This is an optimization exercise on Yosys and OpenROAD, whose aim is small area, a short achievable clock period and few clock cycles, not a production implementation. At most, simulation tests tie the RTL to the original design; equivalence was not proved. Power figures rest on the tool's default switching activity, not on a simulated workload.

==> flow/design.v (excerpt) <==
module polyline_uniform_resampler #(
   parameter int MAX_PER_SEGMENT = plr_pkg::MAX_PER_SEGMENT_DEF,
   parameter int COORD_BITS      = plr_pkg::COORD_BITS_DEF
) (
   input  logic                           clock,
   input  logic                           reset,
   input  logic                           req_tvalid,
   output logic                           req_tready,
   input  logic [plr_pkg::REQ_DATA_W-1:0] req_tdata,   
   input  logic                           req_tlast,   
   output logic                           rsp_tvalid,
   input  logic                           rsp_tready,
   output logic [plr_pkg::RSP_DATA_W-1:0] rsp_tdata,   
   output logic                           rsp_tlast,   
   output logic [plr_pkg::RSP_USER_W-1:0] rsp_tuser,   
   input  logic                           psel,
   input  logic                           penable,
   input  logic                           pwrite,
   input  logic [plr_pkg::CSR_ADDR_W-1:0] paddr,
   input  logic [plr_pkg::CSR_DATA_W-1:0] pwdata,
   output logic [plr_pkg::CSR_DATA_W-1:0] prdata,
   output logic                           pready
);
For scale: ~490 flip-flops, ~150 I/O pins, about 30000 sq um of cells after synthesis.
==> flow/config.mk <==
export PLATFORM = sky130hd
export DESIGN_NAME = polyline_uniform_resampler
export DESIGN_NICKNAME = polyline_uniform_resampler
export VERILOG_FILES = /design/flow/design.v
export SDC_FILE = /design/flow/constraint.sdc
export NUM_CORES = 4
export LEC_CHECK = 0
export ABC_CLOCK_PERIOD_IN_PS = 3000
export CAP_MARGIN = 20
export CORE_MARGIN = 2
export CORE_UTILIZATION = 40
export CTS_CLUSTER_DIAMETER = 60
export CTS_CLUSTER_SIZE = 30
export SLEW_MARGIN = 20
export TNS_END_PERCENT = 100
==> flow/constraint.sdc <==
create_clock -name core_clock -period 11.0 [get_ports {clock}]
set_input_delay 2.2000 -clock core_clock [delete_from_list [all_inputs] [get_ports {clock}]]
set_output_delay 2.2000 -clock core_clock [all_outputs]
set_load 0.01 [all_outputs]
standard.sh (not shown) runs the stock make flow with config.mk's settings and CLKGATE_MAP_FILE= SYNTH_SCRIPT=/design/flow/synth_recipe.tcl, a recipe that flattens the netlist after the stock synthesis.
==> flow/flow/run.sh <==
#!/bin/bash
# The standard layout, with timing repair aiming below the clock period so that the
# achieved period is as short as the repair can make it. Constraints are unchanged.
set -euo pipefail
bash standard.sh SETUP_SLACK_MARGIN=7.5 finish > standard.log 2>&1
The baseline passed the timing, DRC and antenna checks.
Testbench counts at the start, summed over its fixed seeds: cycles 37,858.
==> next run, changes <==
--- a/flow/design.v
+++ b/flow/design.v
@@ -242,13 +242,13 @@
             end
          end
       end
    end
    logic          d_pos;
    logic          d_sub;
-   logic [LW+1:0] d_nx;
+   logic [LW+1:0] d_nx, d_dn, d_up;
    logic [LW:0]   c_nx;
    logic [6:0]    n_fin;                   
    logic [LW-1:0] wb;                      
    logic [LW-1:0] wb_top;                  
    logic [4:0]    bl_m, bl_w;              
    logic [6:0]    ks_t;
@@ -258,13 +258,15 @@
    logic          m1_none_ff;
    logic [NW-1:0] n_num;
    logic          n2_free;
    logic          n2_skip;
    assign d_pos = !d_ff[LW+1];
    assign d_sub = d_pos && !first_ff;
-   assign d_nx  = d_ff + ({2'b00, c_ff} ^ {(LW+2){d_sub}}) + {2'b11, ~wb} + (LW+2)'(d_sub) + (LW+2)'(1);
+   assign d_dn  = d_ff - {2'b00, c_ff} - {2'b00, wb};
+   assign d_up  = d_ff + {2'b00, c_ff} - {2'b00, wb};
+   assign d_nx  = d_sub ? d_dn : d_up;
    assign c_nx  = first_ff ? {1'b0, wb}
                            : {2'b00, c_ff[LW-1:1]} + ({1'b0, wb} ^ {(LW+1){!d_pos}}) + (LW+1)'(!d_pos);
    assign n_fin = {n_ff[6:1], d_pos};
    assign wb_top  = LW'({w_ff, 12'd0} >> {3'd6 - m1_ks_ff, 1'b0});
    always_comb begin
       bl_m = '0;
Setup slack degrades by 0.049 ns.
Core utilization is higher by 1.0 points.
Die area rose by a few percent.
Sequential share of layout area goes down by 1.9 points.
Fmax decreases slightly.
Worst hold slack improved by 0.0041 ns.
Routed wire length increases slightly.
Final cell count rises by a little under a tenth.
The RTL of the second run of this note was laid out without a check of its function.


## v29
polyline_uniform_resampler, a different RTL version from the one above (not shown whole).
For scale: roughly 2900 cells after synthesis, about 490 flip-flops, roughly 150 I/O pins.
==> flow/config.mk <==
export PLATFORM = sky130hd
export DESIGN_NAME = polyline_uniform_resampler
export DESIGN_NICKNAME = polyline_uniform_resampler
export VERILOG_FILES = /design/flow/design.v
export SDC_FILE = /design/flow/constraint.sdc
export NUM_CORES = 4
export LEC_CHECK = 0
export ABC_CLOCK_PERIOD_IN_PS = 3000
export CAP_MARGIN = 20
export CORE_MARGIN = 2
export CORE_UTILIZATION = 40
export CTS_CLUSTER_DIAMETER = 60
export CTS_CLUSTER_SIZE = 30
export SLEW_MARGIN = 20
export TNS_END_PERCENT = 100
==> flow/constraint.sdc <==
create_clock -name core_clock -period 11.0 [get_ports {clock}]
set_input_delay 2.2000 -clock core_clock [delete_from_list [all_inputs] [get_ports {clock}]]
set_output_delay 2.2000 -clock core_clock [all_outputs]
set_load 0.01 [all_outputs]
==> flow/flow/run.sh <==
#!/bin/bash
# The standard layout, with timing repair aiming below the clock period so that the
# achieved period is as short as the repair can make it, and plain buffers on the ports.
# Constraints are unchanged.
set -euo pipefail
bash standard.sh SETUP_SLACK_MARGIN=7.5 "BUFFER_PORTS_ARGS=-buffer_cell sky130_fd_sc_hd__buf_2" finish > standard.log 2>&1
diff inputs: v29 => v2
diff --git a/flow/design.v b/flow/design.v
--- a/flow/design.v
+++ b/flow/design.v
@@ -237,36 +237,38 @@
             if (cur_fin_ff) have_prev_nx = 1'b0;
             if (!zero_len) begin
                n1_st_nx = N1_SQ;
             end else if (cur_fin_ff) begin
                n1_st_nx = N1_DONE;
             end
          end
       end
    end
    logic          d_pos;
+   logic          d_sub;
    logic [LW+1:0] d_nx;
    logic [LW:0]   c_nx;
    logic [6:0]    n_fin;                   
    logic [LW-1:0] wb;                      
    logic [LW-1:0] wb_top;                  
    logic [4:0]    bl_m, bl_w;              
    logic [6:0]    ks_t;
    logic [2:0]    ks;                      
    logic          ks_none;                 
    logic [2:0]    m1_ks_ff;
    logic          m1_none_ff;
    logic [NW-1:0] n_num;
    logic          n2_free;
    logic          n2_skip;
    assign d_pos = !d_ff[LW+1];
-   assign d_nx  = d_ff + ({2'b00, c_ff} ^ {(LW+2){d_pos}}) + {2'b11, ~wb} + (LW+2)'(d_pos) + (LW+2)'(1);
+   assign d_sub = d_pos && !first_ff;
+   assign d_nx  = d_ff + ({2'b00, c_ff} ^ {(LW+2){d_sub}}) + {2'b11, ~wb} + (LW+2)'(d_sub) + (LW+2)'(1);
    assign c_nx  = first_ff ? {1'b0, wb}
                            : {2'b00, c_ff[LW-1:1]} + ({1'b0, wb} ^ {(LW+1){!d_pos}}) + (LW+1)'(!d_pos);
    assign n_fin = {n_ff[6:1], d_pos};
    assign wb_top  = LW'({w_ff, 12'd0} >> {3'd6 - m1_ks_ff, 1'b0});
    always_comb begin
       bl_m = '0;
       for (int i = 0; i < CW; i++) if (m1_x_ff[i] || m1_y_ff[i]) bl_m = 5'(i + 1);
       bl_w = '0;
       for (int i = 0; i < 16; i++) if (w_ff[i]) bl_w = 5'(i + 1);
       ks_t    = 7'({bl_m, 1'b1}) - 7'(bl_w);
@@ -379,41 +381,41 @@
       if (reset) begin
          n2_st_ff <= N2_IDLE;
       end else if (n2_load) begin
          n2_st_ff <= ((m1_zero_ff || m1_none_ff) && !wmode_ff) ? N2_HAND : N2_SRCH;
       end else if (n2_free) begin
          n2_st_ff <= N2_IDLE;
       end else if (n2_st_ff == N2_SRCH) begin
          if (k2_ff == 3'd0) n2_st_ff <= N2_HAND;
       end
       if (n2_load) begin
-         d_ff      <= ((m1_zero_ff || m1_none_ff) && !wmode_ff) ? '1 : {2'b10, as_ff};
+         d_ff      <= ((m1_zero_ff || m1_none_ff) && !wmode_ff) ? '1 : {2'b00, as_ff};
          first_ff  <= 1'b1;
          c_ff      <= ac_ff;
          n_ff      <= '0;
          n2_w_ff   <= wmode_ff;
          k2_ff     <= wmode_ff ? 3'd0 : m1_ks_ff;
          wb        <= wmode_ff ? '0 : wb_top;
          m2_x_ff   <= m1_x_ff;
          m2_y_ff   <= m1_y_ff;
          m2_nx_ff  <= m1_nx_ff;
          m2_ny_ff  <= m1_ny_ff;
          m2_fin_ff <= m1_fin_ff;
          m2_zero_ff <= m1_zero_ff;
          m2_bx_ff  <= m1_bx_ff;
          m2_by_ff  <= m1_by_ff;
       end else if (n2_st_ff == N2_SRCH) begin
          k2_ff      <= k2_ff - 3'd1;
          wb         <= wb >> 2;
          first_ff   <= 1'b0;
          c_ff       <= LW'(c_nx);
-         d_ff       <= {d_nx[LW+1] ^ first_ff, d_nx[LW:0]};
+         d_ff       <= d_nx;
          if (!first_ff) n_ff[k2_ff + 3'd1] <= d_pos;
       end
       if (reset) begin
          b_v_ff <= 1'b0;
       end else if (n2_hand) begin
          b_v_ff <= 1'b1;
       end else if (b_free) begin
          b_v_ff <= 1'b0;
       end
       if (n2_hand) begin
==> run notes <==
Looking at setup slack after layout across v29 and v2, the one that comes out higher is v2. Between v29 and v2, area fraction of clock buffers and clock inverters decreased. The critical path depth in v2 sits 3 above the value recorded for v29. Relative to v29, routed wire length increased by 2.2% in v2. The lower switching portion of total power came out of v29. v2 vs v29 — clock-buffer cell count rose 3.
Testbench counts of v2, summed over its fixed seeds: cycles 37,858.
The RTL of v29 was laid out without a check of its function.


## old
Another version of the RTL of polyline_uniform_resampler (not shown whole).
Size: roughly 3200 cells after synthesis, roughly 490 flip-flops.
Settings: LEC_CHECK=0, ABC_CLOCK_PERIOD_IN_PS=3000, CAP_MARGIN=20, CORE_MARGIN=2, CORE_UTILIZATION=40, SLEW_MARGIN=20, TNS_END_PERCENT=100; clock period 11.0 ns.
==> flow/flow/run.sh <==
#!/bin/bash
# The standard layout, with timing repair aiming below the clock period so that the
# achieved period is as short as the repair can make it. Constraints are unchanged.
set -euo pipefail
bash standard.sh SETUP_SLACK_MARGIN=7.5 finish > standard.log 2>&1
Inputs modified between old and new:
diff --git a/flow/design.v b/flow/design.v
--- a/flow/design.v
+++ b/flow/design.v
@@ -98,35 +98,35 @@
 );
    localparam int CW = 10;    
    localparam int LW = 21;    
    localparam int DW = 18;    
    localparam int NW = 6;     
    logic [7:0]  iv_ff;        
    logic [15:0] w_ff;         
-   logic        rd_hi_ff;     
+   logic [7:0]  rd_ff;        
    logic        wpend_ff;     
    logic        csr_wr_iv;
    assign csr_wr_iv = psel && penable && pwrite && !paddr[2];
    assign pready    = 1'b1;
-   assign prdata    = {24'd0, rd_hi_ff ? 8'd0 : iv_ff};
+   assign prdata    = {24'd0, rd_ff};
    typedef enum logic [1:0] {
       N1_IDLE = 2'd0,
       N1_SQ   = 2'd1,
       N1_DONE = 2'd2
    } n1_state_t;
    n1_state_t     n1_st_ff, n1_st_nx;
    logic          rdy_ff;                  
    logic          cur_v_ff, cur_v_nx;      
    logic [CW-1:0] cur_x_ff, cur_y_ff;
    logic          cur_fin_ff;
    logic [CW-1:0] prev_x_ff, prev_y_ff;
    logic          have_prev_ff, have_prev_nx;
    logic          wmode_ff, wmode_nx;      
    logic          wpend_nx;
-   logic [4:0]    k1_ff;                   
+   logic [2:0]    k1_ff;
    logic [CW-1:0] m1_x_ff, m1_y_ff;        
    logic          m1_nx_ff, m1_ny_ff;      
    logic          m1_fin_ff;
    logic          m1_zero_ff;              
    logic [CW-1:0] m1_bx_ff, m1_by_ff;      
    logic [LW-1:0] as_ff, ac_ff;            
    typedef enum logic [1:0] {
@@ -178,22 +178,21 @@
    logic          zero_len;
    logic [1:0]    dig_x, dig_y;
    logic [LW-1:0] sq_s, sq_c;
    assign dx_s     = {1'b0, cur_x_ff} - {1'b0, prev_x_ff};
    assign dy_s     = {1'b0, cur_y_ff} - {1'b0, prev_y_ff};
    assign zero_len = (cur_x_ff == prev_x_ff) && (cur_y_ff == prev_y_ff);
    always_comb begin
-      dig_x = '0;
-      dig_y = '0;
-      for (int i = 0; i < 5; i++) begin
-         if (k1_ff[i]) begin
-            dig_x = dig_x | m1_x_ff[9-2*i -: 2];
-            dig_y = dig_y | m1_y_ff[9-2*i -: 2];
-         end
-      end
+      unique case (k1_ff)
+         3'd0:    begin dig_x = m1_x_ff[9:8]; dig_y = m1_y_ff[9:8]; end
+         3'd1:    begin dig_x = m1_x_ff[7:6]; dig_y = m1_y_ff[7:6]; end
+         3'd2:    begin dig_x = m1_x_ff[5:4]; dig_y = m1_y_ff[5:4]; end
+         3'd3:    begin dig_x = m1_x_ff[3:2]; dig_y = m1_y_ff[3:2]; end
+         default: begin dig_x = m1_x_ff[1:0]; dig_y = m1_y_ff[1:0]; end
+      endcase
    end
    plr_csa6 #(.W(LW)) u_csa (
       .r0 ({as_ff[LW-3:0], 2'b00}),
       .r1 ({ac_ff[LW-3:0], 2'b00}),
       .r2 (dig_x[1] ? LW'({m1_x_ff, 1'b0}) : LW'(0)),
       .r3 (dig_x[0] ? LW'(m1_x_ff) : LW'(0)),
       .r4 (dig_y[1] ? LW'({m1_y_ff, 1'b0}) : LW'(0)),
@@ -214,15 +213,15 @@
             if (wpend_ff && (n2_st_ff == N2_IDLE)) begin
                wpend_nx = csr_wr_iv;
                wmode_nx = 1'b1;
                n1_st_nx = N1_SQ;
             end
          end
          N1_SQ: begin
-            if (k1_ff[4]) n1_st_nx = N1_DONE;
+            if (k1_ff == 3'd4) n1_st_nx = N1_DONE;
          end
          N1_DONE: begin
             if (wmode_ff) begin
                wmode_nx = 1'b0;
                n1_st_nx = N1_IDLE;
             end else if (n2_load) begin
                n1_st_nx = N1_IDLE;
@@ -317,15 +316,15 @@
    assign ex_dif  = {1'b0, ex_sum} - {2'b00, c_num_ff};
    assign ey_dif  = {1'b0, ey_sum} - {2'b00, c_num_ff};
    assign ex_wrap = !ex_dif[NW+1];
    assign ey_wrap = !ey_dif[NW+1];
    assign step_x  = o_x_ff + (c_q_x_ff ^ {DW{c_nx_ff}}) + DW'(c_w_x_ff ^ c_nx_ff);
    assign step_y  = o_y_ff + (c_q_y_ff ^ {DW{c_ny_ff}}) + DW'(c_w_y_ff ^ c_ny_ff);
    always_ff @(posedge clock) begin
-      rd_hi_ff <= paddr[2];
+      rd_ff <= paddr[2] ? 8'd0 : iv_ff;
       if (reset) begin
          iv_ff <= plr_pkg::SAMPLE_INTERVAL_RESET;
          w_ff  <= 16'd25;
       end else begin
          if (csr_wr_iv) iv_ff <= pwdata[7:0];
          if (wmode_ff && (n1_st_ff == N1_DONE)) w_ff <= l2_sum[15:0];
       end
@@ -356,27 +355,27 @@
          m1_y_ff    <= dy_s[CW] ? CW'(-dy_s) : dy_s[CW-1:0];
          m1_nx_ff   <= dx_s[CW];
          m1_ny_ff   <= dy_s[CW];
          m1_fin_ff  <= cur_fin_ff;
          m1_zero_ff <= !have_prev_ff || zero_len;
          m1_bx_ff   <= (!have_prev_ff || zero_len) ? cur_x_ff : prev_x_ff;
          m1_by_ff   <= (!have_prev_ff || zero_len) ? cur_y_ff : prev_y_ff;
-         k1_ff      <= 5'd1;
+         k1_ff      <= 3'd0;
          as_ff      <= '0;
          ac_ff      <= '0;
       end else if ((n1_st_ff == N1_IDLE) && wpend_ff && (n2_st_ff == N2_IDLE)) begin
          m1_x_ff    <= (iv_ff == 8'd0) ? CW'(1) : CW'(iv_ff);
          m1_y_ff    <= '0;
-         k1_ff      <= 5'd1;
+         k1_ff      <= 3'd0;
          as_ff      <= '0;
          ac_ff      <= '0;
       end else if (n1_st_ff == N1_SQ) begin
          m1_ks_ff   <= ks;
          m1_none_ff <= ks_none;
-         k1_ff      <= {k1_ff[3:0], 1'b0};
+         k1_ff      <= k1_ff + 3'd1;
          as_ff      <= sq_s;
          ac_ff      <= sq_c;
       end
       if (reset) begin
          n2_st_ff <= N2_IDLE;
       end else if (n2_load) begin
          n2_st_ff <= (m1_zero_ff || m1_none_ff) ? N2_HAND : N2_SRCH;
Notes after the runs:
Die area | new < old
When the final numbers for new and old were put side by side, the setup fix buffers added after clock tree synthesis turned out to be greater in new.
[compare] base=old new=new: number of vias after detailed routing decreased 1.6%, number of instances resized during post-cts repair decreased about 10%, post-synthesis to final-layout area growth increased 1.5 points, worst hold slack decreased 0.0030 ns, shortest period the worst path allows increased 0.035 ns.
No run of this note included a check of the RTL's function; only the layout flow was run.

-- static timing again, ports no longer ideal --
How much do the figures lean on ideal ports? The routed layouts below were timed once more, with nothing changed but the port constraints. Step 1 assumes that a clkbuf_16 drives the clock port and a buf_2 every other input. Step 2, shift: input delay + t, output delay - t, t = (earliest + latest rising clock arrival at the registers) / 2. This alone moves slack from input paths to output paths. Three values: ideal, step 1, step 2; two values: the first two.
| run | shift t [ns] | slack for setup (ns) | worst setup path at the end | latest minus earliest clock arrival (ns) | slew at the worst register clock pin (ns) |
|---|---|---|---|---|---|
| the first run of note 1 | 0.640 | 7.405 / 7.405 / 6.915 | input to register | 0.035 / 0.034 | 0.10 / 0.10 |
| the second run of note 1 | 0.661 | 7.357 / 7.357 / 6.885 | input to register | 0.050 / 0.049 | 0.10 / 0.10 |
| v29 | 0.641 | 7.299 / 7.299 / 7.008 | input to register | 0.041 / 0.041 | 0.11 / 0.11 |
| v2 | 0.649 | 7.416 / 7.416 / 6.924 | input to register | 0.050 / 0.050 | 0.10 / 0.10 |
| old | 0.680 | 7.442 / 7.373 / 6.919 | input to register | 0.072 / 0.073 | 0.07 / 0.07 |
| new | 0.676 | 7.408 / 7.408 / 6.978 | input to register | 0.020 / 0.020 | 0.07 / 0.07 |
After both steps every run listed still meets setup and hold. The setup slack of old, which loses most, moves by -0.069 ns with the drivers and by -0.523 ns with both steps.
